What follows belongs to an exercise in optimizing a design on an open flow for small area and a short achievable clock period; a production flow would make more cautious choices.
Only simulation tests tie the RTL to the original design; equivalence was not proved.
Power is estimated from default activity; no workload was simulated.

[flow/flow/run.sh]
#!/bin/bash
# The standard layout (standard.sh, unchanged synthesis and steps), with two settings
# passed through the environment:
#  - port buffers are buf_2 cells instead of the default delay-buffer choice;
#  - timing repair (floorplan, CTS, global route) aims for a setup slack of
#    SETUP_SLACK_MARGIN ns at the design's own clock and constraints.
set -euo pipefail
export BUFFER_PORTS_ARGS="-buffer_cell sky130_fd_sc_hd__buf_2"
export SETUP_SLACK_MARGIN=44.5
bash standard.sh > standard.log 2>&1
[flow/standard.sh]
#!/bin/bash
# synth_recipe.tcl (not shown) runs the flow's synth.tcl, then flattens the netlist and writes it again
# the make line also repeats each setting of config.mk as NAME=value (left out here)
make -C /OpenROAD-flow-scripts/flow DESIGN_CONFIG=/design/flow/config.mk WORK_HOME=/design/flow/orfs CLKGATE_MAP_FILE= SYNTH_SCRIPT=/design/flow/synth_recipe.tcl "${@:-finish}"
[flow/config.mk]
export PLATFORM = sky130hd
export DESIGN_NAME = periph_top
export DESIGN_NICKNAME = periph_top
export VERILOG_FILES = /design/flow/design.v
export SDC_FILE = /design/flow/constraint.sdc
export NUM_CORES = 4
export LEC_CHECK = 0
export ABC_AREA = 1
export CAP_MARGIN = 20
export CORE_MARGIN = 2
export CORE_UTILIZATION = 55
export CTS_BUF_LIST = sky130_fd_sc_hd__clkbuf_16
export CTS_CLUSTER_DIAMETER = 60
export CTS_CLUSTER_SIZE = 24
export PLACE_DENSITY = 0.65
export SLEW_MARGIN = 20
[flow/constraint.sdc]
create_clock -name core_clock -period 60.0 [get_ports {clk_i}]
set_input_delay 12.0000 -clock core_clock [delete_from_list [all_inputs] [get_ports {clk_i}]]
set_output_delay 12.0000 -clock core_clock [all_outputs]
set_load 0.01 [all_outputs]
[flow/design.v]
`timescale 1ns/10ps
package periph_pkg;
  typedef logic [31:0] addr_t;
  typedef logic [31:0] data_t;
  typedef logic [3:0]  strb_t;
  typedef logic [63:0] mtime_t;
  typedef logic [$clog2(7+1)-1:0] prio_t;
  typedef logic [$clog2(32)-1:0] src_id_t;
  typedef logic [32-1:0] src_vec_t;
  typedef enum logic [1:0] {
    REGION_NONE,
    REGION_CLINT,
    REGION_PLIC
  } region_e;
  function automatic data_t apply_be(data_t cur, data_t wdata, strb_t be);
    data_t res;
    res = cur;
    for (int b = 0; b < 4; b++) begin
      if (be[b]) res[8*b +: 8] = wdata[8*b +: 8];
    end
    apply_be = res;
  endfunction
endpackage
`timescale 1ns/10ps
module periph_top (
  input  logic                            clk_i,
  input  logic                            ndmreset_n,
  input  logic                            req_i,
  input  logic                            we_i,
  input  logic [31:0]                     addr_i,
  input  logic [3:0]                      be_i,
  input  logic [31:0]                     wdata_i,
  output logic [31:0]                     rdata_o,
  input  logic [32-1:0]  irq_sources_i,
  output logic                            timer_irq_o,
  output logic                            ipi_o,
  output logic [2-1:0]  eip_o
);
  localparam logic [31:0] CB = 32'h0200_0000;
  localparam logic [31:0] PB = 32'h0C00_0000;
  logic        tick_q;
  logic [63:0] mtime_q;
  logic [63:0] ncmp_q;       
  logic        msip_q;
  logic        timer_q;
  logic [31:0] rdata_q;
  logic [2:0]  prio_q [1:31];
  logic [31:1] en0_q, en1_q;
  logic [2:0]  thr0_q, thr1_q;
  logic [31:1] pend_q, infl_q;
  logic rd, wr;
  assign rd = req_i & ~we_i;
  assign wr = req_i &  we_i;
  logic hit_msip, hit_cmplo, hit_cmphi, hit_mtlo, hit_mthi;
  logic hit_prio, hit_pend, hit_en0, hit_en1, hit_thr0, hit_thr1, hit_clm0, hit_clm1;
  logic [4:0] prio_idx;
  assign hit_msip  = addr_i == CB + 32'h0000_0000;
  assign hit_cmplo = addr_i == CB + 32'h0000_4000;
  assign hit_cmphi = addr_i == CB + 32'h0000_4000 + 32'd4;
  assign hit_mtlo  = addr_i == CB + 32'h0000_BFF8;
  assign hit_mthi  = addr_i == CB + 32'h0000_BFF8 + 32'd4;
  assign hit_prio  = addr_i[31:7] == PB[31:7];
  assign prio_idx  = addr_i[6:2];
  assign hit_pend  = addr_i == PB + 32'h0000_1000;
  assign hit_en0   = addr_i == PB + 32'h0000_2000;
  assign hit_en1   = addr_i == PB + 32'h0000_2000 + 32'h80;
  assign hit_thr0  = addr_i == PB + 32'h0020_0000;
  assign hit_clm0  = addr_i == PB + 32'h0020_0000 + 32'd4;
  assign hit_thr1  = addr_i == PB + 32'h0020_0000 + 32'h1000;
  assign hit_clm1  = addr_i == PB + 32'h0020_0000 + 32'h1004;
  logic [31:1] p2, p1, p0;
  always_comb begin
    for (int i = 1; i < 32; i++) begin
      p2[i] = prio_q[i][2];
      p1[i] = prio_q[i][1];
      p0[i] = prio_q[i][0];
    end
  end
  logic [4:0] best0, best1;
  logic       eip0, eip1;
  plic_arb u_arb0 (.act_i(pend_q & en0_q), .p2_i(p2), .p1_i(p1), .p0_i(p0),
                   .thr_i(thr0_q), .id_o(best0), .eip_o(eip0));
  plic_arb u_arb1 (.act_i(pend_q & en1_q), .p2_i(p2), .p1_i(p1), .p0_i(p0),
                   .thr_i(thr1_q), .id_o(best1), .eip_o(eip1));
  logic        claim, complete;
  logic [4:0]  sel_id;
  logic [31:1] sel_mask;
  assign claim    = rd & (hit_clm0 | hit_clm1);
  assign complete = wr & (hit_clm0 | hit_clm1);
  assign sel_id   = we_i ? wdata_i[4:0] : (addr_i[12] ? best1 : best0);
  always_comb begin
    for (int i = 1; i < 32; i++) sel_mask[i] = (sel_id == 5'(i));
  end
  logic [31:0] rd_data;
  logic [2:0]  prio_rd;
  always_comb begin
    prio_rd = (prio_idx == 5'd0) ? 3'd0 : prio_q[prio_idx];
    rd_data = '0;
    rd_data    |= {32{hit_msip}}  & {31'd0, msip_q};
    rd_data    |= {32{hit_cmplo}} & ~ncmp_q[31:0];
    rd_data    |= {32{hit_cmphi}} & ~ncmp_q[63:32];
    rd_data    |= {32{hit_mtlo}}  & mtime_q[31:0];
    rd_data    |= {32{hit_mthi}}  & mtime_q[63:32];
    rd_data    |= {32{hit_prio}}  & {29'd0, prio_rd};
    rd_data    |= {32{hit_pend}}  & {pend_q, 1'b0};
    rd_data    |= {32{hit_en0}}   & {en0_q, 1'b0};
    rd_data    |= {32{hit_en1}}   & {en1_q, 1'b0};
    rd_data    |= {32{hit_thr0}}  & {29'd0, thr0_q};
    rd_data    |= {32{hit_thr1}}  & {29'd0, thr1_q};
    rd_data    |= {32{hit_clm0}}  & {27'd0, best0};
    rd_data    |= {32{hit_clm1}}  & {27'd0, best1};
  end
  logic        wr_mtlo, wr_mthi;
  logic [63:0] mtime_inc;
  assign wr_mtlo   = wr & hit_mtlo;
  assign wr_mthi   = wr & hit_mthi;
  logic       mt_en;
  logic [7:0] mt_ones, mt_osum, mt_pre;
  assign mt_en = ~tick_q & ~wr_mtlo & ~wr_mthi;
  for (genvar g = 0; g < 8; g++) begin : g_ones
    assign mt_ones[g] = &mtime_q[8*g +: 8];
  end
  assign mt_osum = mt_ones + 8'd1;
  assign mt_pre  = mt_osum ^ mt_ones;
  for (genvar g = 0; g < 8; g++) begin : g_mt
    assign mtime_inc[8*g +: 8] = mtime_q[8*g +: 8] + {7'd0, mt_en & mt_pre[g]};
  end
  logic [64:0] ge_c;
  assign ge_c[0] = 1'b1;
  for (genvar i = 0; i < 64; i++) begin : g_ge
    assign ge_c[i+1] = mtime_q[i] ? (ncmp_q[i] | ge_c[i]) : (ncmp_q[i] & ge_c[i]);
  end
  always_ff @(posedge clk_i or negedge ndmreset_n) begin
    if (!ndmreset_n) begin
      tick_q     <= 1'b0;
      mtime_q    <= '0;
      ncmp_q     <= '0;
      msip_q     <= 1'b0;
      timer_q    <= 1'b0;
      rdata_q    <= '0;
    end else begin
      tick_q  <= ~tick_q;
      timer_q <= ge_c[64];
      rdata_q <= rd ? rd_data : 32'd0;
      for (int b = 0; b < 4; b++) begin
        mtime_q[8*b +: 8]    <= (wr_mtlo & be_i[b]) ? wdata_i[8*b +: 8] : mtime_inc[8*b +: 8];
        mtime_q[32+8*b +: 8] <= (wr_mthi & be_i[b]) ? wdata_i[8*b +: 8] : mtime_inc[32+8*b +: 8];
        if (wr & hit_cmplo & be_i[b]) ncmp_q[8*b +: 8]    <= ~wdata_i[8*b +: 8];
        if (wr & hit_cmphi & be_i[b]) ncmp_q[32+8*b +: 8] <= ~wdata_i[8*b +: 8];
      end
      if (wr & hit_msip & be_i[0]) msip_q <= wdata_i[0];
    end
  end
  always_ff @(posedge clk_i or negedge ndmreset_n) begin
    if (!ndmreset_n) begin
      for (int i = 1; i < 32; i++) prio_q[i] <= 3'd0;
      en0_q  <= '0;
      en1_q  <= '0;
      thr0_q <= 3'd0;
      thr1_q <= 3'd0;
      pend_q <= '0;
      infl_q <= '0;
    end else begin
      for (int i = 1; i < 32; i++)
        if (wr & hit_prio & be_i[0] & (prio_idx == 5'(i))) prio_q[i] <= wdata_i[2:0];
      for (int i = 1; i < 32; i++)
        if (wr & hit_en0 & be_i[i/8]) en0_q[i] <= wdata_i[i];
      for (int i = 1; i < 32; i++)
        if (wr & hit_en1 & be_i[i/8]) en1_q[i] <= wdata_i[i];
      if (wr & hit_thr0 & be_i[0]) thr0_q <= wdata_i[2:0];
      if (wr & hit_thr1 & be_i[0]) thr1_q <= wdata_i[2:0];
      pend_q <= (pend_q | (irq_sources_i[31:1] & ~infl_q)) & ~({31{claim}} & sel_mask);
      infl_q <= (infl_q | ({31{claim}} & sel_mask)) & ~({31{complete}} & sel_mask);
    end
  end
  assign rdata_o     = rdata_q;
  assign timer_irq_o = timer_q;
  assign ipi_o       = msip_q;
  assign eip_o       = {eip1, eip0};
endmodule
module plic_arb (
  input  logic [31:1] act_i,
  input  logic [31:1] p2_i,
  input  logic [31:1] p1_i,
  input  logic [31:1] p0_i,
  input  logic [2:0]  thr_i,
  output logic [4:0]  id_o,
  output logic        eip_o
);
  logic [31:1] c2, c1, c0;
  logic        m2, m1, m0, t2, t1, t0;
  assign m2 = (|(act_i & p2_i)) | thr_i[2];
  assign t2 = thr_i[2] | ~m2;
  assign c2 = m2 ? (act_i & p2_i) : act_i;
  logic any1_1, any1_0, any0_11, any0_10, any0_01, any0_00;
  assign any1_1  = |(act_i & p2_i & p1_i);
  assign any1_0  = |(act_i & p1_i);
  assign any0_11 = |(act_i & p2_i & p1_i & p0_i);
  assign any0_10 = |(act_i & p2_i & p0_i);
  assign any0_01 = |(act_i & p1_i & p0_i);
  assign any0_00 = |(act_i & p0_i);
  assign m1 = (m2 ? any1_1 : any1_0) | (t2 & thr_i[1]);
  assign t1 = t2 & (thr_i[1] | ~m1);
  assign c1 = m1 ? (c2 & p1_i) : c2;
  assign m0 = (m2 ? (m1 ? any0_11 : any0_10) : (m1 ? any0_01 : any0_00)) | (t1 & thr_i[0]);
  assign t0 = t1 & (thr_i[0] | ~m0);
  assign c0 = m0 ? (c1 & p0_i) : c1;
  always_comb begin
    id_o = 5'd0;
    for (int i = 31; i >= 1; i--)
      if (c0[i]) id_o = 5'(i);
    if (t0) id_o = 5'd0;
  end
  assign eip_o = ~t0;
endmodule
==> metrics.md, run 1 <==
| Metric | Value |
|---|---|
| Final setup viols | `0` |
| Clk slew on worst S/H paths | `0.09 ns` |
| Worst Tran Pin Value | `1.10 ns` |
| Synth top area cells | `dfrtp_1, nand2_1, o21ai_0, inv_1, nor2_1` |
| Fmax | `roughly 63 MHz` |
| Flops & latches, synth | `386` |
| Post-Route Utilization | `0.630` |
| PortBufs | `roughly 140` |
| DRT iter0 DRCs | `4174` |
| Max cap viols | `0` |
| Synth Flop Type | `dfrtp_1` |
| Syn Nets | `roughly 3500` |
| RSZ-0062 raised after global routing | `true` |
| Mapped Cells | `3401` |
| Final period utilization | `0.263` |
| Worst Setup End Kind | `primary output` |
| Drt wl/cell | `25.2 um` |
| Placed inst area | `25500 um^2` |
| Cell mode on critical path | `nand4_1` |
| Post-synthesis cell area | `24200 um^2` |
| Number of placed I/O pins | `between 100 and 150` |
| Post-Route WL | `105 mm` |
| Sequential-to-total area share from yosys stat | `0.398` |
| Fill cells | `3828` |
| Crit path DAT | `3.78 ns` |
| Maximum number of pins on one net before global-route repair | `slightly below 90` |
| Register area | `9680 um^2` |
| CTS Hold Bufs | `0` |
| Final HPWL DP | `between 80 and 90 mm` |
| Fin. max-slew vios | `0` |
| CTS Buffer Depth | `3` |
| Met2 WL | `44.5 mm` |
| Non-filler cells, final | `4147` |
| Drt pass-1 iters | `8` |
| Hold WC Path Type | `flip-flop to flip-flop` |
| CP max-delay cell | `dfrtp_1` |
| CP Class | `flip-flop to primary output` |
| H-tree levels | `1` |
| Initial Util | `0.560` |
| Top-area cell type share of the netlist area | `0.398` |
| CP cell instances | `inv_1, nor2_1, a221oi_2, nand4_1, nor4_4, nand4_1, a2111oi_4, a32o_2, o21ai_4, buf_6` |
| Met3 WL | `13.8 mm` |
| Final ANT Viol Nets | `0` |
| Die W | `214 um` |
| Via count | `27100` |
| Routability cong. | `1.13` |
| Final Worst Setup Slack | `44.22 ns` |
| Yosys top cell by area | `dfrtp_1` |
| Global-route wire length before repair | `between 150 and 200 mm` |
| Initial antenna violation count | `4` |
| Final-report hold violation count | `0` |
| Critical path required time | `~48 ns` |
| Die H | `214 um` |
| # rows | `76` |
| Drt via density | `6.55` |
| Number of flops mapped to enable cells by yosys | `0` |
| FFs w/ async S/R, synth | `1.00` |
| CP startpoint | `prio_q[18][0]$_DFFE_PN0P_` |
| Vias in the first global route | `25700` |
| Die area | `45800 um^2` |
| Hold Crit Start | `ncmp_q[20]$_DFFE_PN0P_` |
| Core ar. | `approximately 43000 um^2` |
| Gr ovfl total | `0` |
| Multi-input combinational cell area | `12800 um^2` |
| LEAKAGE | `11.7 nW` |
| Post-route cell area | `27300 um^2` |
| GRT Total Usage | `0.449` |
| Clock Latency Late Sink | `between 0.6 and 0.7 ns` |
| Detailed-route DRC error count | `0` |
| Warnings, synthesis | `6` |
| Fin Clk Skew | `0.0397 ns` |
| Most instantiated cells after synthesis | `nand2_1, inv_1, o21ai_0, dfrtp_1, nor2_1` |
| Hold WS | `between 0.4 and 0.5 ns` |
| Met1 WL | `38.4 mm` |
| Peak supply drop | `24.8 uV` |
| Worst R2R Start | `en0_q[3]$_DFFE_PN0P_` |
| Max stage delay on crit path | `around 0.48 ns` |
| Nets | `approximately 3700` |
| Highest metal used | `met5` |
| Most frequent cell after synthesis | `nand2_1` |
| CP Launch Type | `flip-flop` |
| Min Clock Period, post-route | `15.78 ns` |
| Normalized max-slew margin | `0.262` |
| TritonCTS Buffers | `31` |
| Worst Path Max Fanout | `7` |
| CTS root buf | `clkbuf_16` |
| TNS Setup | `0 ns` |
| PwrDens | `between 15 and 20 nW/um^2` |
| Synth Area per Inst | `7.13 um^2` |
| Pre-CTS setup slack | `43.46 ns` |
| TritonCTS clock tree | `built` |
| Placed cells | `4051` |
| Total clock sinks | `386` |
| Area Growth Syn to Fin | `12.5%` |
| Distinct cell type count after synthesis | `65` |
| Proportion of layout cells with a drive suffix above 1 | `0.129` |
| Run status | `finished clean` |
| Total power | `0.503 mW` |
==> critical path: cells and delay by family (launching register included) <==
| family | cells | cell delay, ns |
|---|---|---|
| buffers and inverters | 2 | 0.44 |
| AOI/OAI and AO/OA | 4 | 1.02 |
| and+or+nand+nor | 4 | 1.19 |
| DFF | 1 | 0.48 |
==> layer usage <==
metal,up-vias,global-route usage
met4,2,0.268
li1,11800,-
met3,474,0.121
met5,-,0
met2,2087,0.678
met1,12800,0.579
==> state kept, by name, summed over array words and instances (netlist names), 3 cells and up <==
signal and count:
prio_q 93, mtime_q 64, ncmp_q 64, rdata_q 32
en0_q 31, en1_q 31, infl_q 31, pend_q 31
thr0_q 3, thr1_q 3
==> cell type report <==
type | instances | share of cell area
Multi-Input combinational cell | 2444 | 0.468
Sequential cell | 386 | 0.355
Inverter | 475 | 0.0665
Timing Repair Buffer | 196 | 0.0437
Clock buffer | 31 | 0.0284
Tap cell | 585 | 0.0268
Clock inverter | 27 | 0.0112
Timing Repair inverter | 2 | 0.000551
Antenna cell | 1 | 0.0000918
==> logic make-up (layout without fill, tap and decap cells) <==
kind of cell	after synthesis	in the layout	synth area share
buffers and inverters	571	731	0.0904
flip-flops	386	386	0.398
other	0	1	0
AND/OR/NAND/NOR	1465	1465	0.260
XOR/XNOR	47	47	0.0170
AO/OA/AOI/OAI	915	915	0.226
adder cells (fa/ha/maj)	17	17	0.00877
==> timing repair <==
item | in CTS | in global routing
pin swaps | 15 | 17
setup buffers | 29 | 4
endpoints found under the hold margin | 0 | 0
resized for setup | 77 | 24
gates cloned | 2 | 0
setup endpoints to repair | 9 | 9
==> power by group <==
group / switching, mW / total, mW / leakage, nW / internal [mW]
registers: 0.0000000116 / 0.260 / 5.06 / 0.260
clock network: 0.116 / 0.219 / 0.532 / 0.103
logic: 0.0190 / 0.0235 / 6.10 / 0.00451
==> cell usage in the layout, fill, tap and decap left out, types with 6 or more instances in the layout <==
cell,count
a211oi_1,9
nor4_1,32
dfrtp_2,17
a21oi_2,6
a22oi_1,14
buf_4,52
dfrtp_1,369
a221oi_1,51
ha_1,17
nand2_2,39
nand2_1,775
o21ai_0,392
nand4_1,33
clkinv_1,13
a21oi_1,182
nand2_4,11
nor2_1,335
o2111ai_1,22
clkbuf_16,32
inv_1,419
nor3_1,57
buf_2,136
inv_2,42
nor2_2,36
nand3_1,106
inv_8,7
nor4_2,7
o221ai_1,50
o211ai_1,10
a31oi_1,35
a2111oi_0,7
o22ai_1,95
xor2_1,44
==> final timing paths <==
check	end	cells past startpoint	slack (ns)
max	eip_o[0]	10	44.22
min	ncmp_q[20]$_DFFE_PN0P_	2	0.49
max reg2reg	infl_q[21]$_DFF_PN0_	48	52.29
min reg2reg	ncmp_q[20]$_DFFE_PN0P_	2	0.49
max in group asynchronous	pend_q[11]$_DFF_PN0_	3	46.61
min in group asynchronous	prio_q[3][0]$_DFFE_PN0P_	1	11.32
==> inputs of run 2 (changes only) <==
==> flow/flow/run.sh (replaced) <==
#!/bin/bash
# The standard layout (standard.sh, unchanged synthesis and steps), with settings
# passed through the environment:
#  - port buffers are buf_2 cells instead of the default delay-buffer choice;
#  - timing repair (floorplan, CTS, global route) aims for a setup slack of
#    SETUP_SLACK_MARGIN ns at the design's own clock and constraints;
#  - clock tree: clkbuf_16 only, larger sink clusters, no dummy loads.
set -euo pipefail
export BUFFER_PORTS_ARGS="-buffer_cell sky130_fd_sc_hd__buf_2"
export SETUP_SLACK_MARGIN=44.5
export CTS_ARGS="-sink_clustering_enable -repair_clock_nets -buf_list sky130_fd_sc_hd__clkbuf_16 -sink_clustering_size 24 -sink_clustering_max_diameter 60 -dont_use_dummy_load"
bash standard.sh > standard.log 2>&1
--- a/flow/config.mk
+++ b/flow/config.mk
@@ -9,8 +9,7 @@
 export CAP_MARGIN = 20
 export CORE_MARGIN = 2
 export CORE_UTILIZATION = 55
-export CTS_BUF_LIST = sky130_fd_sc_hd__clkbuf_16
-export CTS_CLUSTER_DIAMETER = 60
-export CTS_CLUSTER_SIZE = 24
 export PLACE_DENSITY = 0.65
 export SLEW_MARGIN = 20
+export SYNTH_HIERARCHICAL = 1
+export SYNTH_MINIMUM_KEEP_SIZE = 0
==> run 2 against run 1 <==
Largest power group unchanged. Core utilization shrank 2.7 points. Clock-buffer cell count is the same. Final cell count grew 2.8%. Die area grew 1.1%. Total power shrank 7.4%. Non-clock buffer count shrank 36. Still clean on timing, DRC and antenna. Worst setup slack gained 0.41 ns. First-iteration DRC count shrank 12%. Synthesized cell count grew 4.9%. Register-to-register slack gained 0.74 ns. Flip-flop and latch count is the same. Combinational power shrank 7%.
==> metrics.md, run 2 <==
| Metric | Value |
|---|---|
| Total power | `0.466 mW` |
| Crit path DAT | `3.37 ns` |
| WP buf/inv | `2` |
| Commonest non-fill, non-tap cells in the layout | `nand2_1, inv_1, dfrtp_1` |
| Die area | `46300 um^2` |
| Syn Nets | `3690` |
| Top-area cell type share of the netlist area | `0.394` |
| TritonCTS clock tree | `built` |
| Final HPWL DP | `about 76 mm` |
| Post-route cell area | `~27000 um^2` |
| Drt pass-1 iters | `6` |
| CTS root buf | `clkbuf_16` |
| Min Clock Period, post-route | `15.37 ns` |
| Most frequent cell after synthesis | `nand2_1` |
| RSZ-0062 raised after global routing | `false` |
| Largest registers | `prio_q: 93 flops, mtime_q: 64 flops, ncmp_q: 64 flops` |
| Commonest non-fill, non-tap cell in the layout | `nand2_1` |
| Delay-heaviest family, CP | `simple AND/OR/NAND/NOR gates` |
| Drt via density | `6.29` |
| Post-synthesis xor/xnor area fraction | `0.0157` |
| # rows | `77` |
| Core ar. | `44100 um^2` |
| Cell mode on critical path | `nand2_1` |
| Worst Tran Pin Value | `roughly 1.1 ns` |
| Largest family of logic cells by synthesized area | `simple AND/OR/NAND/NOR gates` |
| Synth Area in Simple Gates | `0.282` |
| Initial Util | `0.556` |
| Reg with most FFs | `prio_q` |
| FFs w/ async S/R, synth | `1.00` |
| CP cell instances | `nand2_1, inv_1, nand2_1, nand2_1, nor2_1, nand2_1, nor2_1, nand2_2, nor2_8, nand2_4, nand3_4, nand2_2, nand3_2, nand2_2, o21ai_4, buf_2` |
| Vias in the first global route | `25400` |
| Drt wl/cell | `23.5 um` |
| Normalized max-slew margin | `0.291` |
| Post-synthesis cell area | `24500 um^2` |
| Mux share of post-synthesis cell area | `0` |
| PwrDens | `17.5 nW/um^2` |
| CP Class | `flip-flop to primary output` |
| Distinct cell type count after synthesis | `53` |
| R2R setup slack | `53.03 ns` |
| Hold WC Path Type | `flip-flop to flip-flop` |
| Flops & latches, synth | `386` |
| Die H | `~220 um` |
| # diodes | `0` |
| GRT Total Usage | `0.428` |
| Final-report hold violation count | `0` |
| CTS Hold Bufs | `0` |
| TritonCTS Buffers | `31` |
| Max reg flops | `93` |
| Peak supply drop | `24.5 uV` |
| Post-Route WL | `about 100 mm` |
| Area Growth Syn to Fin | `8.53%` |
| CP max-delay cell | `dfrtp_1` |
| Initial antenna violation count | `1` |
| Routability cong. | `~1.0` |
| Total clock sinks | `between 300 and 400` |
| Yosys top cell by area | `dfrtp_1` |
| Synth Flop Type | `dfrtp_1` |
| LEAKAGE | `12.7 nW` |
| Fin Clk Skew | `0.0566 ns` |
| Detailed-route DRC error count | `0` |
| Clk slew on worst S/H paths | `0.09 ns` |
| Synth Area per Inst | `6.87 um^2` |
| TNS Setup | `0 ns` |
| CP Launch Type | `flip-flop` |
| Via count | `26800` |
| Number of flops mapped to enable cells by yosys | `0` |
| Sequential-to-total area share from yosys stat | `0.394` |
| Worst Setup End Kind | `primary output` |
| Max stage delay on crit path | `0.55 ns` |
| Maximum number of pins on one net before global-route repair | `104` |
| Global-route wire length before repair | `151 mm` |
| Gr ovfl total | `0` |
| Final ANT Viol Nets | `0` |
| Fin. max-slew vios | `0` |
| Most instantiated cells after synthesis | `nand2_1, inv_1, dfrtp_1, o21ai_0, nor2_1` |
| Number of placed I/O pins | `140` |
| Critical path required time | `~48 ns` |
| Placed inst area | `25700 um^2` |
| Final period utilization | `0.256` |
| Post-Synth Adder-Cell Area | `0.00867` |
| Proportion of layout cells with a drive suffix above 1 | `0.0722` |
| PortBufs | `138` |
| Die W | `215 um` |
| Run status | `finished clean` |
| DRT iter0 DRCs | `between 3000 and 4000` |
| Nets | `3795` |
| Mapped Cells | `around 3600` |
| Clock Latency Late Sink | `0.63 ns` |
| Worst Path Max Fanout | `9` |
| CTS Buffer Depth | `3` |
| Warnings, synthesis | `12` |
| Fmax | `65.0 MHz` |
| Synth Area in Compound Gates | `0.202` |
| Synth top area cells | `dfrtp_1, nand2_1, inv_1, o21ai_0, nor2_1` |
| Final setup viols | `0` |
| H-tree levels | `1` |
| Max cap viols | `0` |
run 2: cell types whose count changed after synthesis, moves of 23 or more:
cell	delta
a21oi_1	-32
nor2_2	-30
nand3_1	+33
o2111ai_1	-23
o22ai_1	+38
nor2_1	-64
a31oi_1	-29
nand4_1	+43
o21ai_0	-30
inv_1	+102
inv_2	-29
nand2_1	+270
run 2: final timing paths:
check,startpoint,to,cells past startpoint
min reg2reg,tick_q$_DFF_PN0_,tick_q$_DFF_PN0_,1
max,pend_q[26]$_DFF_PN0_,eip_o[1],16
max reg2reg,pend_q[18]$_DFF_PN0_,infl_q[9]$_DFF_PN0_,50
max in group asynchronous,ndmreset_n,ncmp_q[11]$_DFFE_PN0P_,4
min in group asynchronous,ndmreset_n,prio_q[19][0]$_DFFE_PN0P_,1
min,tick_q$_DFF_PN0_,tick_q$_DFF_PN0_,1
run 2: report_power, final:
part	total, mW	leakage (nW)	internal, mW	switching (mW)
logic	0.0218	7.32	0.00397	0.0178
registers	0.260	5.04	0.260	0.0000426
clock network	0.184	0.382	0.0899	0.0938
run 2: cells by family (layout without fill, tap and decap cells):
group / count (synthesis) / count (layout)
AO/OA/AOI/OAI: 832 / 832
XOR/XNOR: 44 / 44
adder cells (fa/ha/maj): 17 / 17
buffers and inverters: 629 / 730
flip-flops: 386 / 386
AND/OR/NAND/NOR: 1661 / 1663
run 2: modules after synthesis, one instance, submodules excluded:
module	cell area, um^2	cells
plic_arb	2620	553
periph_top	19300	2463
run 2: repair_timing:
action	CTS	global route
pin swaps	2	1
setup endpoints to repair	19	13
resized for setup	7	6
cloned	2	0
buffers inserted	2	2
run 2: area by class of cell:
| class | count | area, um^2 |
|---|---|---|
| flip-flops and latches | 386 | 9660 |
| inverters | 539 | 2020 |
| well taps | 592 | 741 |
| clock buffers | 31 | 776 |
| multi-input cells | 2556 | 12600 |
| repair buffers | 160 | 870 |
| fillers | 4220 | 17500 |
run 2: stage by stage:
stage / util / instances / worst slack, ns / hold WS, ns
after global routing: 0.603 / 4264 / 44.52 / 0.483
after floorplan: - / 3569 / 45.37 / 0.396
after detailed placement: 0.583 / 4227 / 43.52 / 0.427
after global placement: 0.583 / 4227 / 43.50 / 0.408
after CTS: 0.602 / 4262 / 44.44 / 0.440
final: 0.603 / 4264 / 44.63 / 0.468
run 2: worst register-to-register path: cells and delay by family, from the launching register on:
family,cells,cell delay [ns]
buffers and inverters,5,1.31
AOI/OAI and AO/OA,6,1.11
and+or+nand+nor,39,3.88
DFF,1,0.60
run 2: per-layer routing:
metal | GRT usage | share of wire | up-vias | routed length (um)
met2 | 0.656 | 0.44 | 1758 | 43700
met3 | 0.0923 | 0.12 | 417 | 11900
met1 | 0.546 | 0.36 | 12600 | 36400
met4 | 0.288 | 0.081 | 2 | 8120
met5 | 0 | 0.00013 | - | 13
li1 | - | - | 12000 | -
==> inputs of run 3 (changes only) <==
--- a/flow/flow/run.sh
+++ b/flow/flow/run.sh
@@ -7,6 +7,6 @@
 #  - clock tree: clkbuf_16 only, larger sink clusters, no dummy loads.
 set -euo pipefail
 export BUFFER_PORTS_ARGS="-buffer_cell sky130_fd_sc_hd__buf_2"
-export SETUP_SLACK_MARGIN=44.5
+export SETUP_SLACK_MARGIN=45.2
 export CTS_ARGS="-sink_clustering_enable -repair_clock_nets -buf_list sky130_fd_sc_hd__clkbuf_16 -sink_clustering_size 24 -sink_clustering_max_diameter 60 -dont_use_dummy_load"
 bash standard.sh > standard.log 2>&1
==> run 3 against run 2 <==
Combinational power increased by 2%. Via count increased by 0.97%. Flip-flop and latch count stayed put. Routed wire length increased by 1.8%. Worst setup slack improved by 0.41 ns. Clock power is essentially flat. Synthesized cell count stayed put. Global-route usage rose by 0.41 points. Clock skew rose by 0.0097 ns. First-iteration DRC count increased by 4.2%.
==> metrics.md, run 3 <==
| Metric | Value |
|---|---|
| Run status | `finished clean` |
| Global-route wire length before repair | `about 150 mm` |
| Fin. max-slew vios | `0` |
| RSZ-0062 raised after global routing | `true` |
| CP max-delay cell | `nor3_1` |
| Initial Util | `0.556` |
| Worst Setup End Kind | `flip-flop` |
| Peak supply drop | `24.6 uV` |
| Area Growth Syn to Fin | `10.8%` |
| Pint | `0.354 mW` |
| Top-area cell type share of the netlist area | `0.394` |
| Delay-heaviest family, CP | `simple AND/OR/NAND/NOR gates` |
| CP Launch Type | `primary input` |
| PwrDens | `17.2 nW/um^2` |
| GRT Total Usage | `0.432` |
| Die H | `215 um` |
| Part of the power in combinational logic | `0.048` |
| Final HPWL DP | `75.8 mm` |
| Flops & latches, synth | `386` |
| Largest registers | `prio_q: 93 flops, mtime_q: 64 flops, ncmp_q: 64 flops` |
| Critical path required time | `60.51 ns` |
| H-tree levels | `1` |
| Max cap viols | `0` |
| Die W | `215 um` |
| Final ANT Viol Nets | `0` |
| LEAKAGE | `around 13 nW` |
| Worst Tran Pin Value | `between 1 and 1.5 ns` |
| Via count | `roughly 27000` |
| Max reg flops | `a little over 90` |
| # rows | `77` |
| Nets | `approximately 3800` |
| WP buf/inv | `5` |
| Most frequent cell after synthesis | `nand2_1` |
| PortBufs | `138` |
| TritonCTS Buffers | `31` |
| Reg with most FFs | `prio_q` |
| Drt wl/cell | `23.8 um` |
| Post-Route WL | `102 mm` |
| Total clock sinks | `386` |
| Synth top area cells | `dfrtp_1, nand2_1, inv_1, o21ai_0, nor2_1` |
| Yosys top cell by area | `dfrtp_1` |
| Clk network pwr share | `0.395` |
| Maximum number of pins on one net before global-route repair | `104` |
| CTS root buf | `clkbuf_16` |
| TNS Setup | `0 ns` |
| FFs w/ async S/R, synth | `1.00` |
| Multi-input combinational cell area | `12900 um^2` |
| Min Clock Period, post-route | `14.97 ns` |
| Fmax | `66.8 MHz` |
| Crit path DAT | `15.48 ns` |
| Sequential-to-total area share from yosys stat | `0.394` |
| Core ar. | `approximately 44000 um^2` |
| CTS Buffer Depth | `3` |
| Final-report hold violation count | `0` |
| Register area | `between 9000 and 10000 um^2` |
| Number of flops mapped to enable cells by yosys | `0` |
| Drt via density | `6.32` |
| Synth Area per Inst | `6.87 um^2` |
| Mapped Cells | `3569` |
| DRT iter0 DRCs | `about 3800` |
| CP cell instances | `buf_2, nor2_1, inv_1, nor2_1, inv_1, nor2_1, inv_1, nor2_1, inv_1, nor3_1, nand3_1, o21ai_0` |
| Final setup viols | `0` |
| Detailed-route DRC error count | `0` |
| Clock Latency Late Sink | `between 0.6 and 0.7 ns` |
| Proportion of layout cells with a drive suffix above 1 | `0.104` |
| # diodes | `0` |
| TritonCTS clock tree | `built` |
| CP Class | `primary input to flip-flop` |
| Clk slew on worst S/H paths | `0.09 ns` |
| Worst Path Max Fanout | `16` |
| Synth Flop Type | `dfrtp_1` |
| Commonest non-fill, non-tap cells in the layout | `nand2_1, inv_1, dfrtp_1` |
| Number of placed I/O pins | `140` |
| Fin Clk Skew | `0.0664 ns` |
| Sw frac | `0.241` |
| Hold WC Path Type | `flip-flop to flip-flop` |
| Warnings, synthesis | `12` |
| Drt pass-1 iters | `8` |
| Fill cells | `4147` |
| Max stage delay on crit path | `0.86 ns` |
| CTS Hold Bufs | `0` |
| Flop pwr share | `0.557` |
| Most instantiated cells after synthesis | `nand2_1, inv_1, dfrtp_1, o21ai_0, nor2_1` |
| Distinct cell type count after synthesis | `between 50 and 60` |
| Vias in the first global route | `25600` |
| Initial antenna violation count | `1` |
| Syn Nets | `3690` |
| Final period utilization | `0.249` |
| Routability cong. | `1.03` |
| Die area | `between 40000 and 50000 um^2` |
| Normalized max-slew margin | `0.275` |
| Switching pwr | `0.113 mW` |
| Commonest non-fill, non-tap cell in the layout | `nand2_1` |
| Gr ovfl total | `0` |
| Placed inst area | `25700 um^2` |
| Post-route cell area | `around 27000 um^2` |
| Post-synthesis cell area | `approximately 25000 um^2` |
-- run 3: cell counts after synthesis --
Identical to the previous run, type by type.
-- run 3: path summary, 6_finish.rpt --
| check | slack, ns | to | startpoint | cells past startpoint |
|---|---|---|---|---|
| max | 45.03 | en0_q[15]$_DFFE_PN0P_ | addr_i[4] | 12 |
| min | 0.49 | ncmp_q[52]$_DFFE_PN0P_ | ncmp_q[52]$_DFFE_PN0P_ | 2 |
| max reg2reg | 53.17 | infl_q[9]$_DFF_PN0_ | pend_q[4]$_DFF_PN0_ | 48 |
| min reg2reg | 0.49 | ncmp_q[52]$_DFFE_PN0P_ | ncmp_q[52]$_DFFE_PN0P_ | 2 |
| max in group asynchronous | 45.75 | pend_q[26]$_DFF_PN0_ | ndmreset_n | 4 |
| min in group asynchronous | 11.46 | prio_q[19][0]$_DFFE_PN0P_ | ndmreset_n | 1 |
-- run 3: logic make-up (layout without fill, tap and decap cells) --
group	count (synthesis)	count (layout)	synth area share
xor gates and xnor gates	44	44	0.0157
AOI/OAI and AO/OA	832	832	0.202
DFF	386	386	0.394
adders and majority gates	17	17	0.00867
buffers and inverters	629	751	0.0979
and+or+nand+nor	1661	1663	0.282
-- run 3: power groups by stage --
stage | registers [mW] | logic (mW) | clock network, mW
floorplan | 0.265 | 0.00596 | 0
global placement | 0.265 | 0.0206 | 0
detailed placement | 0.265 | 0.0211 | 0
CTS | 0.260 | 0.0213 | 0.183
global route | 0.260 | 0.0240 | 0.193
finish | 0.260 | 0.0223 | 0.184
-- run 3: metrics by stage --
stage / hold slack, ns / power [mW] / utilization / std cells / setup WS, ns
3_3_place_gp: 0.408 / 0.286 / 0.583 / 4227 / 43.50
5_1_grt: 0.502 / 0.478 / 0.616 / 4285 / 45.06
6_report: 0.489 / 0.467 / 0.616 / 4285 / 45.03
4_1_cts: 0.460 / 0.465 / 0.608 / 4275 / 45.10
2_1_floorplan: 0.396 / 0.271 / - / 3569 / 45.37
3_5_place_dp: 0.427 / 0.286 / 0.583 / 4227 / 43.52
-- run 3: worst min-delay path: stages (launching register included) --
cell     delay [ns]
dfrtp_1        0.34
nand2_1        0.05
o21ai_0        0.06
-- run 3: routing by layer --
layer | up-vias | global-route usage | part of all wire
met1 | 12700 | 0.551 | 0.36
met2 | 1830 | 0.656 | 0.43
li1 | 12100 | - | -
met3 | 438 | 0.0912 | 0.12
met4 | 2 | 0.308 | 0.086
met5 | - | 0 | 0.00015
-- run 3: repair_timing --
action | CTS | global route
endpoints found under the setup margin | 237 | 126
pin swaps | 12 | 30
buffers inserted | 15 | 9
resized for setup | 63 | 82
cloned | 2 | 1
-- run 3: modules after synthesis, one instance, submodules excluded --
module,flip-flops and latches,area [um^2]
periph_top,386,19300
plic_arb,0,2620
-- run 3: cell type report --
type / count / area share
clock buffers: 31 / 0.0285
inverters: 539 / 0.0744
multi-input cells: 2556 / 0.473
flip-flops and latches: 386 / 0.356
well taps: 592 / 0.0273
repair buffers: 181 / 0.0410
==> inputs of run 4 (changes only) <==
--- a/flow/flow/run.sh
+++ b/flow/flow/run.sh
@@ -8,5 +8,5 @@
 set -euo pipefail
 export BUFFER_PORTS_ARGS="-buffer_cell sky130_fd_sc_hd__buf_2"
 export SETUP_SLACK_MARGIN=45.2
-export CTS_ARGS="-sink_clustering_enable -repair_clock_nets -buf_list sky130_fd_sc_hd__clkbuf_16 -sink_clustering_size 24 -sink_clustering_max_diameter 60 -dont_use_dummy_load"
+export CTS_ARGS="-sink_clustering_enable -repair_clock_nets -buf_list sky130_fd_sc_hd__clkbuf_16 -sink_clustering_size 32 -sink_clustering_max_diameter 80 -dont_use_dummy_load"
 bash standard.sh > standard.log 2>&1
==> run 4 against run 3 <==
Still clean on timing, DRC and antenna. Critical path depth up 3. First-iteration DRC count decreased by 7.9%. Maximum frequency grew 0.35%. Final cell count about the same. Sequential share of layout area is 0.25 points higher. Routed wire length down 0.82%. Non-clock buffer count rose by 5. Largest power group unchanged. Highest routed layer unchanged.
==> metrics.md, run 4 <==
| Metric | Value |
|---|---|
| CTS root buf | `clkbuf_16` |
| DRT iter0 DRCs | `3505` |
| Via count | `26900` |
| CP Launch Type | `flip-flop` |
| Synth Flop Type | `dfrtp_1` |
| LEAKAGE | `12.8 nW` |
| Detailed-route DRC error count | `0` |
| RSZ-0062 raised after global routing | `true` |
| Clk slew on worst S/H paths | `0.10 ns` |
| Total clock sinks | `386` |
| Final setup viols | `0` |
| Worst R2R Start | `pend_q[21]$_DFF_PN0_` |
| Syn Nets | `3690` |
| CP Class | `flip-flop to primary output` |
| Most instantiated cells after synthesis | `nand2_1, inv_1, dfrtp_1, o21ai_0, nor2_1` |
| Max stage delay on crit path | `0.53 ns` |
| Hold WC Path Type | `flip-flop to flip-flop` |
| Initial antenna violation count | `2` |
| Worst Tran Pin Value | `roughly 1.1 ns` |
| Synth Area per Inst | `6.87 um^2` |
| Nets | `3814` |
| Final period utilization | `0.249` |
| Yosys top cell by area | `dfrtp_1` |
| R2R setup slack | `53.05 ns` |
| Worst Path Max Fanout | `15` |
| Critical path required time | `48.00 ns` |
| Worst hold stages | `2` |
| Commonest non-fill, non-tap cell in the layout | `nand2_1` |
| TNS Setup | `0 ns` |
| Total power | `between 0.4 and 0.5 mW` |
| Maximum number of pins on one net before global-route repair | `~100` |
| CP startpoint | `pend_q[18]$_DFF_PN0_` |
| Normalized max-slew margin | `0.285` |
| CP max-delay cell | `dfrtp_2` |
| CTS Buffer Depth | `3` |
| Mapped Cells | `about 3600` |
| Multi-input combinational cell area | `12800 um^2` |
| Fill cells | `4145` |
| H-tree levels | `1` |
| Drt via density | `6.28` |
| Warnings, synthesis | `12` |
| Crit path DAT | `2.91 ns` |
| Proportion of layout cells with a drive suffix above 1 | `0.0962` |
| Number of placed I/O pins | `between 100 and 150` |
| Fin. max-slew vios | `0` |
| Post-Route Utilization | `0.612` |
| CP cell instances | `nand2_1, inv_1, nand2_1, inv_2, nor2_1, nand2_2, nor2_2, nand2_2, nor2_8, buf_4, buf_12, nand3_2, nand2_4, o21ai_4, buf_6` |
| Initial Util | `0.556` |
| Hold Crit Start | `ncmp_q[4]$_DFFE_PN0P_` |
| TritonCTS clock tree | `built` |
| Worst Setup End Kind | `primary output` |
| Drt wl/cell | `23.6 um` |
| Fin Clk Skew | `0.0860 ns` |
| PwrDens | `16.4 nW/um^2` |
| Distinct cell type count after synthesis | `53` |
| Post-route cell area | `27000 um^2` |
| Clock Latency Late Sink | `0.62 ns` |
| Die area | `46300 um^2` |
| Die W | `215 um` |
| Worst Hold End | `ncmp_q[4]$_DFFE_PN0P_` |
| Vias in the first global route | `~26000` |
| # diodes | `0` |
| Global-route wire length before repair | `approximately 150 mm` |
| GRT Total Usage | `0.428` |
| Post-synthesis cell area | `between 20000 and 25000 um^2` |
| Fmax | `between 60 and 70 MHz` |
| RR Endpoint | `infl_q[22]$_DFF_PN0_` |
| Drt pass-1 iters | `6` |
| TritonCTS Buffers | `24` |
| Sequential-to-total area share from yosys stat | `0.394` |
| Peak supply drop | `around 21 uV` |
| Hold WS | `0.493 ns` |
| Max reg flops | `93` |
| PortBufs | `138` |
| Number of flops mapped to enable cells by yosys | `0` |
| Min Clock Period, post-route | `14.91 ns` |
| Largest registers | `prio_q: 93 flops, mtime_q: 64 flops, ncmp_q: 64 flops` |
| Die H | `215 um` |
| Run status | `finished clean` |
| Core ar. | `44100 um^2` |
| Routability cong. | `1.03` |
| Register area | `9670 um^2` |
| Area Growth Syn to Fin | `10.0%` |
| Reg2reg path depth | `51` |
| Commonest non-fill, non-tap cells in the layout | `nand2_1, inv_1, dfrtp_1` |
| Final HPWL DP | `75.8 mm` |
| Placed inst area | `25700 um^2` |
| Synth top area cells | `dfrtp_1, nand2_1, inv_1, o21ai_0, nor2_1` |
| Reg with most FFs | `prio_q` |
| Flops & latches, synth | `386` |
| Top-area cell type share of the netlist area | `0.394` |
| Gr ovfl total | `0` |
| # rows | `slightly below 80` |
| Most frequent cell after synthesis | `nand2_1` |
| Max cap viols | `0` |
| Post-Route WL | `101 mm` |
| Final ANT Viol Nets | `0` |
| FFs w/ async S/R, synth | `1.00` |
| Final-report hold violation count | `0` |
==> run 4: layout make-up <==
class | count | area share
flip-flops and latches | 386 | 0.358
inverters | 539 | 0.0753
clock buffers | 24 | 0.0223
multi-input cells | 2556 | 0.474
well taps | 592 | 0.0275
repair buffers | 186 | 0.0422
==> run 4: modules after synthesis (local to each module, per instance) <==
module      area (um^2)  flip-flops and latches  cells
periph_top        19300                     386   2463
plic_arb           2620                       0    553
==> run 4: logic make-up (layout without fill, tap and decap cells) <==
family          after synthesis  count (layout)  synth area share
simple gates               1661            1663             0.282
xor+xnor                     44              44            0.0157
buf+inv                     629             749            0.0979
fa+ha+maj                    17              17           0.00867
flops                       386             386             0.394
compound gates              832             832             0.202
==> run 4: what timing repair did <==
action	in CTS	in global routing
hold buffers	0	0
resized for setup	45	70
setup endpoints to repair	266	128
setup buffers	14	15
pin swaps	9	32
cloned	2	1
==> run 4: worst max-delay path: cells and delay by family, from the launching register on <==
family,cells,cell delay [ns]
buffers and inverters,5,0.60
AOI/OAI and AO/OA,1,0.08
and+or+nand+nor,9,1.08
DFF,1,0.53
==> run 4: routing by layer <==
layer,wire (um),track usage,share of wire
met5,29,0,0.00029
met4,8430,0.304,0.083
met2,44200,0.655,0.44
met3,11800,0.0964,0.12
met1,36700,0.538,0.36
==> run 4: power by group <==
part	switching, mW	internal, mW	total [mW]
combinational	0.0182	0.00407	0.0223
sequential	0.0000370	0.260	0.260
clock	0.0898	0.0708	0.161
total	0.108	0.335	0.443
==> run 4: worst max-delay path by stage <==
stage | to | slack, ns | cells after the start
2_1_floorplan | mtime_q[54]$_DFF_PN0_ | 45.37 | 17
3_3_place_gp | mtime_q[62]$_DFF_PN0_ | 43.50 | 18
3_5_place_dp | mtime_q[60]$_DFF_PN0_ | 43.52 | 18
4_1_cts | eip_o[1] | 45.03 | 15
5_1_grt | eip_o[1] | 45.02 | 15
6_report | eip_o[1] | 45.09 | 15
==> run 4: stage by stage <==
stage	setup slack (ns)	cells
2_1_floorplan	45.37	3569
3_3_place_gp	43.50	4227
3_5_place_dp	43.52	4227
4_1_cts	45.03	4267
5_1_grt	45.02	4283
6_report	45.09	4283
==> inputs of run 5 (changes only) <==
--- a/flow/flow/run.sh
+++ b/flow/flow/run.sh
@@ -8,5 +8,5 @@
 set -euo pipefail
 export BUFFER_PORTS_ARGS="-buffer_cell sky130_fd_sc_hd__buf_2"
 export SETUP_SLACK_MARGIN=45.2
-export CTS_ARGS="-sink_clustering_enable -repair_clock_nets -buf_list sky130_fd_sc_hd__clkbuf_16 -sink_clustering_size 32 -sink_clustering_max_diameter 80 -dont_use_dummy_load"
+export CTS_ARGS="-sink_clustering_enable -repair_clock_nets -buf_list sky130_fd_sc_hd__clkbuf_16 -sink_clustering_size 28 -sink_clustering_max_diameter 70 -dont_use_dummy_load"
 bash standard.sh > standard.log 2>&1
==> run 5 against run 4 <==
Still clean on timing, DRC and antenna. Sequential share of layout area shrank 0.064 points. Non-clock buffer count shrank 8. Global-route usage rose by 0.13 points. Final area rose by 0.20%. Register-to-register slack improved by 0.12 ns. Die area is the same. Critical path type unchanged.
==> metrics.md, run 5 <==
| Metric | Value |
|---|---|
| Post-synthesis xor/xnor area fraction | `0.0157` |
| Most frequent cell after synthesis | `nand2_1` |
| Synth Area in Compound Gates | `0.202` |
| Pint | `0.346 mW` |
| PortBufs | `138` |
| Sw frac | `0.241` |
| Synth Flop Type | `dfrtp_1` |
| Drt pass-1 iters | `8` |
| Flop pwr share | `0.571` |
| # diodes | `0` |
| Run status | `finished clean` |
| RSZ-0062 raised after global routing | `true` |
| Fmax | `about 67 MHz` |
| Die W | `215 um` |
| Drt via density | `6.29` |
| Clk slew on worst S/H paths | `0.10 ns` |
| Commonest non-fill, non-tap cells in the layout | `nand2_1, inv_1, dfrtp_1` |
| Reg2reg path depth | `50` |
| Max reg flops | `93` |
| Largest registers | `prio_q: 93 flops, mtime_q: 64 flops, ncmp_q: 64 flops` |
| Proportion of layout cells with a drive suffix above 1 | `0.0993` |
| Flops & latches, synth | `386` |
| Fin. max-slew vios | `0` |
| # rows | `slightly below 80` |
| Max cap viols | `0` |
| Normalized max-slew margin | `0.249` |
| Die area | `between 40000 and 50000 um^2` |
| Crit path DAT | `between 2 and 3 ns` |
| Multi-input combinational cell area | `12900 um^2` |
| Final ANT Viol Nets | `0` |
| Final-report hold violation count | `0` |
| Worst hold stages | `2` |
| Drt wl/cell | `23.7 um` |
| Distinct cell type count after synthesis | `between 50 and 60` |
| Synth top area cells | `dfrtp_1, nand2_1, inv_1, o21ai_0, nor2_1` |
| Yosys top cell by area | `dfrtp_1` |
| Final period utilization | `0.250` |
| CTS Buffer Depth | `3` |
| Final HPWL DP | `between 70 and 80 mm` |
| Hold Crit Start | `ncmp_q[4]$_DFFE_PN0P_` |
| TritonCTS clock tree | `built` |
| Reg with most FFs | `prio_q` |
| Total power | `0.456 mW` |
| CP Launch Type | `flip-flop` |
| PwrDens | `16.9 nW/um^2` |
| CTS root buf | `clkbuf_16` |
| Initial Util | `0.556` |
| FFs w/ async S/R, synth | `1.00` |
| Most instantiated cells after synthesis | `nand2_1, inv_1, dfrtp_1, o21ai_0, nor2_1` |
| Switching pwr | `0.110 mW` |
| Number of placed I/O pins | `140` |
| Clock Latency Late Sink | `0.62 ns` |
| Sequential-to-total area share from yosys stat | `0.394` |
| Gr ovfl total | `0` |
| Min Clock Period, post-route | `14.98 ns` |
| Via count | `around 27000` |
| Register area | `9670 um^2` |
| TNS Setup | `0 ns` |
| Maximum number of pins on one net before global-route repair | `104` |
| Critical path required time | `48.00 ns` |
| RR Endpoint | `infl_q[9]$_DFF_PN0_` |
| Fill cells | `slightly above 4000` |
| Final setup viols | `0` |
| Global-route wire length before repair | `151 mm` |
| Vias in the first global route | `around 26000` |
| Nets | `~3800` |
| LEAKAGE | `12.9 nW` |
| Post-Synth Adder-Cell Area | `0.00867` |
| Post-Route WL | `101 mm` |
| Worst Hold End | `ncmp_q[4]$_DFFE_PN0P_` |
| Core ar. | `roughly 44000 um^2` |
| Commonest non-fill, non-tap cell in the layout | `nand2_1` |
| Hold WC Path Type | `flip-flop to flip-flop` |
| Die H | `215 um` |
| Detailed-route DRC error count | `0` |
| DRT iter0 DRCs | `3667` |
| Clk network pwr share | `0.380` |
| Part of the power in combinational logic | `0.049` |
| Worst Setup End Kind | `primary output` |
| Warnings, synthesis | `12` |
| Mux share of post-synthesis cell area | `0` |
| Post-synthesis cell area | `between 20000 and 25000 um^2` |
| TritonCTS Buffers | `28` |
| Syn Nets | `~3700` |
| Number of flops mapped to enable cells by yosys | `0` |
| Fin Clk Skew | `approximately 0.063 ns` |
| Synth Area in Simple Gates | `0.282` |
| Initial antenna violation count | `4` |
| CP Class | `flip-flop to primary output` |
| Largest family of logic cells by synthesized area | `simple AND/OR/NAND/NOR gates` |
| Mapped Cells | `3569` |
| Worst Path Max Fanout | `15` |
| GRT Total Usage | `0.430` |
| Synth Area per Inst | `6.87 um^2` |
| Area Growth Syn to Fin | `10.2%` |
| Total clock sinks | `386` |
| Worst Tran Pin Value | `1.12 ns` |
| R2R setup slack | `53.17 ns` |
| Worst R2R Start | `pend_q[22]$_DFF_PN0_` |
| Peak supply drop | `21.8 uV` |
| Routability cong. | `1.03` |
| Top-area cell type share of the netlist area | `0.394` |
| H-tree levels | `1` |
[run 5: cell types whose count changed in the layout (fill, tap and decap cells not counted), sizes merged]
cell	previous run	this run
clkinvlp	2	0
inv	532	534
clkbuf	25	28
buf	185	178
[run 5: power by group through the flow]
stage | sequential [mW] | combinational (mW) | clock (mW)
final | 0.260 | 0.0223 | 0.173
after detailed placement | 0.265 | 0.0211 | 0
after CTS | 0.260 | 0.0213 | 0.173
after global placement | 0.265 | 0.0206 | 0
after global routing | 0.260 | 0.0239 | 0.182
after floorplan | 0.265 | 0.00596 | 0
[run 5: routing by layer]
layer	share of wire	vias to the layer above	track usage
li1	-	12100	-
met1	0.37	12600	0.547
met2	0.44	1821	0.657
met3	0.11	402	0.0873
met4	0.081	6	0.302
met5	0.00037	-	0
[run 5: how the worst max path moves through the flow]
stage                     slack, ns            startpoint  cells past startpoint                    end
after global placement        43.50            addr_i[28]                     18  mtime_q[62]$_DFF_PN0_
after detailed placement      43.52            addr_i[28]                     18  mtime_q[60]$_DFF_PN0_
after CTS                     45.08  pend_q[25]$_DFF_PN0_                     15               eip_o[1]
final                         45.02  en1_q[7]$_DFFE_PN0P_                     15               eip_o[1]
after floorplan               45.37            addr_i[16]                     17  mtime_q[54]$_DFF_PN0_
after global routing          44.98  pend_q[17]$_DFF_PN0_                     18               eip_o[1]
[run 5: logic make-up after synthesis]
group / count (synthesis)
and+or+nand+nor: 1661
AOI/OAI and AO/OA: 832
buffers and inverters: 629
DFF: 386
xor gates and xnor gates: 44
adders and majority gates: 17
[run 5: cell type report]
| cell class | instances | area share |
|---|---|---|
| Sequential cell | 386 | 0.358 |
| Multi-Input combinational cell | 2556 | 0.475 |
| Clock buffer | 28 | 0.0259 |
| Timing Repair Buffer | 178 | 0.0389 |
| Tap cell | 592 | 0.0274 |
| Inverter | 539 | 0.0748 |
[run 5: repair_timing]
| action | 4_1_cts | 5_1_grt |
|---|---|---|
| hold buffers | 0 | 0 |
| cloned | 2 | 0 |
| setup endpoints to repair | 252 | 147 |
| buffers inserted | 15 | 7 |
| pin swaps | 11 | 27 |
| resized for setup | 66 | 67 |
[run 5: per-stage QoR]
stage | worst slack, ns | cell area (um^2) | hold slack, ns | utilization | instances
floorplan | 45.37 | 24500 | 0.396 | - | 3569
global placement | 43.50 | 25700 | 0.408 | 0.583 | 4227
detailed placement | 43.52 | 25700 | 0.427 | 0.583 | 4227
CTS | 45.08 | 26800 | 0.492 | 0.607 | 4272
global route | 44.98 | 27000 | 0.502 | 0.613 | 4279
finish | 45.02 | 27000 | 0.494 | 0.613 | 4279
[run 5: worst max-delay path: stages, from the launching register on]
cell,delay [ns]
dfrtp_1,0.42
nand2_1,0.19
inv_1,0.18
nand2_1,0.12
nand2_1,0.08
nor2_1,0.17
nand2_1,0.09
nor2_2,0.09
nand2_2,0.12
nor2_8,0.15
buf_4,0.16
buf_12,0.15
nand3_2,0.08
nand2_2,0.11
o21ai_4,0.09
buf_2,0.16
[run 5: modules after synthesis, one instance, submodules excluded]
| module | cells inside | flops+latches |
|---|---|---|
| plic_arb | 553 | 0 |
| periph_top | 2463 | 386 |
==> inputs of run 6 (changes only) <==
--- a/flow/config.mk
+++ b/flow/config.mk
@@ -8,8 +8,8 @@
 export ABC_AREA = 1
 export CAP_MARGIN = 20
 export CORE_MARGIN = 2
-export CORE_UTILIZATION = 55
-export PLACE_DENSITY = 0.65
+export CORE_UTILIZATION = 65
+export PLACE_DENSITY = 0.74
 export SLEW_MARGIN = 20
 export SYNTH_HIERARCHICAL = 1
 export SYNTH_MINIMUM_KEEP_SIZE = 0
==> run 6 against run 5 <==
Worst setup slack improved by 0.060 ns. Combinational power fell by 3%. Critical endpoint is now eip_o[0]. Clock skew increased by 0.043 ns. First-iteration DRC count grew 26%. Die area shrank 15%. Still clean. Synthesized cell count unchanged. Sequential share of layout area up 0.11 points.
==> metrics.md, run 6 <==
| Metric | Value |
|---|---|
| Post-Route WL | `about 100 mm` |
| Hold WC Path Type | `flip-flop to flip-flop` |
| Run status | `finished clean` |
| Placed cells | `4151` |
| Distinct cell type count after synthesis | `53` |
| Most instantiated cells after synthesis | `nand2_1, inv_1, dfrtp_1, o21ai_0, nor2_1` |
| Max cap viols | `0` |
| Clock Latency Late Sink | `0.65 ns` |
| Synth top area cells | `dfrtp_1, nand2_1, inv_1, o21ai_0, nor2_1` |
| Die W | `198 um` |
| Largest registers | `prio_q: 93 flops, mtime_q: 64 flops, ncmp_q: 64 flops` |
| Synth Flop Type | `dfrtp_1` |
| Reg with most FFs | `prio_q` |
| Commonest non-fill, non-tap cells in the layout | `nand2_1, inv_1, dfrtp_1` |
| LEAKAGE | `12.9 nW` |
| H-tree levels | `1` |
| Peak supply drop | `24.9 uV` |
| Placed inst area | `25700 um^2` |
| Most frequent cell after synthesis | `nand2_1` |
| Total power | `0.456 mW` |
| Worst Path Max Fanout | `15` |
| Fill cells | `2994` |
| PwrDens | `roughly 17 nW/um^2` |
| Area Growth Syn to Fin | `9.92%` |
| Multi-input combinational cell area | `approximately 13000 um^2` |
| Drt wl/cell | `between 20 and 25 um` |
| Clk slew on worst S/H paths | `0.09 ns` |
| PortBufs | `roughly 140` |
| TNS Setup | `0 ns` |
| Syn Nets | `between 3000 and 4000` |
| Top-area cell type share of the netlist area | `0.394` |
| Drt via density | `6.57` |
| Fin. max-slew vios | `0` |
| CP Launch Type | `flip-flop` |
| Number of flops mapped to enable cells by yosys | `0` |
| Yosys top cell by area | `dfrtp_1` |
| Nets | `3820` |
| Commonest non-fill, non-tap cell in the layout | `nand2_1` |
| Global-route wire length before repair | `149 mm` |
| Fin Clk Skew | `approximately 0.11 ns` |
| Die area | `39300 um^2` |
| CTS root buf | `clkbuf_16` |
| Drt pass-1 iters | `9` |
| Initial antenna violation count | `3` |
| Register area | `9670 um^2` |
| Initial Util | `0.656` |
| Vias in the first global route | `26000` |
| Final period utilization | `0.249` |
| TritonCTS Buffers | `28` |
| Worst hold stages | `1` |
| Routability cong. | `1.13` |
| RSZ-0062 raised after global routing | `true` |
| Detailed-route DRC error count | `0` |
| Final setup viols | `0` |
| FFs w/ async S/R, synth | `1.00` |
| CP Class | `flip-flop to primary output` |
| DRT iter0 DRCs | `roughly 4600` |
| Core ar. | `37400 um^2` |
| Max reg flops | `93` |
| Final HPWL DP | `71.4 mm` |
| Min Clock Period, post-route | `14.92 ns` |
| Final ANT Viol Nets | `0` |
| Critical path required time | `about 48 ns` |
| Sequential-to-total area share from yosys stat | `0.394` |
| Total clock sinks | `386` |
| Flops & latches, synth | `386` |
| Post-route cell area | `27000 um^2` |
| Synth Area per Inst | `a little under 7 um^2` |
| CTS Hold Bufs | `0` |
| Worst Tran Pin Value | `1.14 ns` |
| # rows | `71` |
| Reg2reg path depth | `53` |
| TritonCTS clock tree | `built` |
| Maximum number of pins on one net before global-route repair | `114` |
| Final-report hold violation count | `0` |
| Die H | `approximately 200 um` |
| GRT Total Usage | `0.503` |
| Worst Setup End Kind | `primary output` |
| Post-synthesis cell area | `24500 um^2` |
| Warnings, synthesis | `12` |
| Proportion of layout cells with a drive suffix above 1 | `0.0998` |
| Number of placed I/O pins | `140` |
| Fmax | `67.0 MHz` |
| Normalized max-slew margin | `0.236` |
| Crit path DAT | `between 2 and 3 ns` |
| Via count | `27700` |
| Gr ovfl total | `0` |
| Non-filler cells, final | `about 4200` |
| CTS Buffer Depth | `3` |
| Mapped Cells | `3569` |
## run 6: timing repair
action / CTS / global route
pin swaps: 12 / 19
setup buffers: 14 / 13
cloned: 2 / 0
endpoints found under the setup margin: 97 / 32
gates resized for setup: 60 / 63
## run 6: kinds of logic after synthesis
logic type | count (synthesis) | synth area share
buffers and inverters | 629 | 0.0979
and+or+nand+nor | 1661 | 0.282
xor gates and xnor gates | 44 | 0.0157
DFF | 386 | 0.394
AOI/OAI and AO/OA | 832 | 0.202
adders and majority gates | 17 | 0.00867
## run 6: worst paths after layout
path,to,slack (ns),startpoint
setup / recovery,eip_o[0],45.08,pend_q[25]$_DFF_PN0_
hold / removal,tick_q$_DFF_PN0_,0.47,tick_q$_DFF_PN0_
setup reg to reg,infl_q[23]$_DFF_PN0_,53.42,pend_q[4]$_DFF_PN0_
hold reg to reg,tick_q$_DFF_PN0_,0.47,tick_q$_DFF_PN0_
max in group asynchronous,pend_q[24]$_DFF_PN0_,46.58,ndmreset_n
min in group asynchronous,prio_q[22][1]$_DFFE_PN0P_,11.44,ndmreset_n
## run 6: report_power, final
part | internal, mW | total, mW | switching [mW] | leakage (nW)
logic | 0.00410 | 0.0217 | 0.0176 | 7.50
clock network | 0.0818 | 0.175 | 0.0929 | 0.345
registers | 0.260 | 0.260 | 0.0000357 | 5.03
## run 6: metal layers
layer / up-vias / routed length (um) / GRT usage
met3: 658 / 14600 / 0.150
met1: 12600 / 32500 / 0.610
met2: 2318 / 42100 / 0.753
met5: - / 13 / 0
met4: 2 / 9730 / 0.389
li1: 12100 / - / -
## run 6: final cells by class
| class | count | area share |
|---|---|---|
| Clock buffer | 28 | 0.0260 |
| Timing Repair Buffer | 188 | 0.0417 |
| Inverter | 539 | 0.0752 |
| Multi-Input combinational cell | 2556 | 0.474 |
| Antenna cell | 3 | 0.000278 |
| Sequential cell | 386 | 0.359 |
| Tap cell | 511 | 0.0237 |
## run 6: worst max-delay path, stage by stage (launching register included)
cell and delay [ns]:
dfrtp_2 0.52, nand2_4 0.17, inv_1 0.11, nand2_1 0.10, nand2_1 0.07, nor2_2 0.12, nand2_2 0.09, nor2_1 0.12
nand2_2 0.12, nor2_8 0.15, buf_4 0.15, buf_12 0.14, nand3_2 0.10, nand2_4 0.10, o21ai_4 0.06, buf_2 0.14
## run 6: per-stage QoR
step / util / hold WS (ns) / setup slack, ns
floorplan: - / 0.396 / 45.37
global placement: 0.686 / 0.407 / 43.80
detailed placement: 0.686 / 0.423 / 43.73
CTS: 0.713 / 0.437 / 45.13
global route: 0.721 / 0.508 / 45.03
finish: 0.721 / 0.474 / 45.08
## run 6: per-module statistics from Yosys, one instance, submodules excluded
module,flops+latches,area [um^2],copies in the design
periph_top,386,19300,1
plic_arb,0,2620,2

==> separate check: timing with driven ports <==
The flow's constraints put no driver on any port. The routed layouts listed below were extracted and timed again, unchanged, in two steps.
Step 1 sets driving cells, clkbuf_16 on the clock port and buf_2 on the other inputs (assumed; they add their load-dependent delay and slew).
Step 2 also shifts input and output timing later by t, the mid clock arrival at the registers, as if the neighbouring blocks saw the same clock.
Three values: no drivers, after step 1, after step 2; two values: the first two.
run	shift t [ns]	slack for setup (ns)	worst setup path after step 2	latest minus earliest clock arrival (ns)	worst data-port slew with drivers (ns)
run 1	0.683	44.222 / 44.160 / 44.030	input to register	0.039 / 0.040	0.07
run 2	0.663	44.627 / 44.562 / 44.108	input to register	0.056 / 0.057	0.06
run 3	0.667	45.034 / 45.067 / 44.405	input to register	0.066 / 0.067	0.07
run 4	0.637	45.087 / 45.024 / 44.527	input to register	0.086 / 0.086	0.06
run 5	0.653	45.019 / 44.956 / 44.628	input to register	0.064 / 0.064	0.06
run 6	0.656	45.079 / 45.020 / 44.588	input to register	0.110 / 0.110	0.09
After both steps every run listed still meets setup and hold. The setup slack of run 3, which loses most, moves by +0.033 ns with the drivers and by -0.629 ns with both steps.
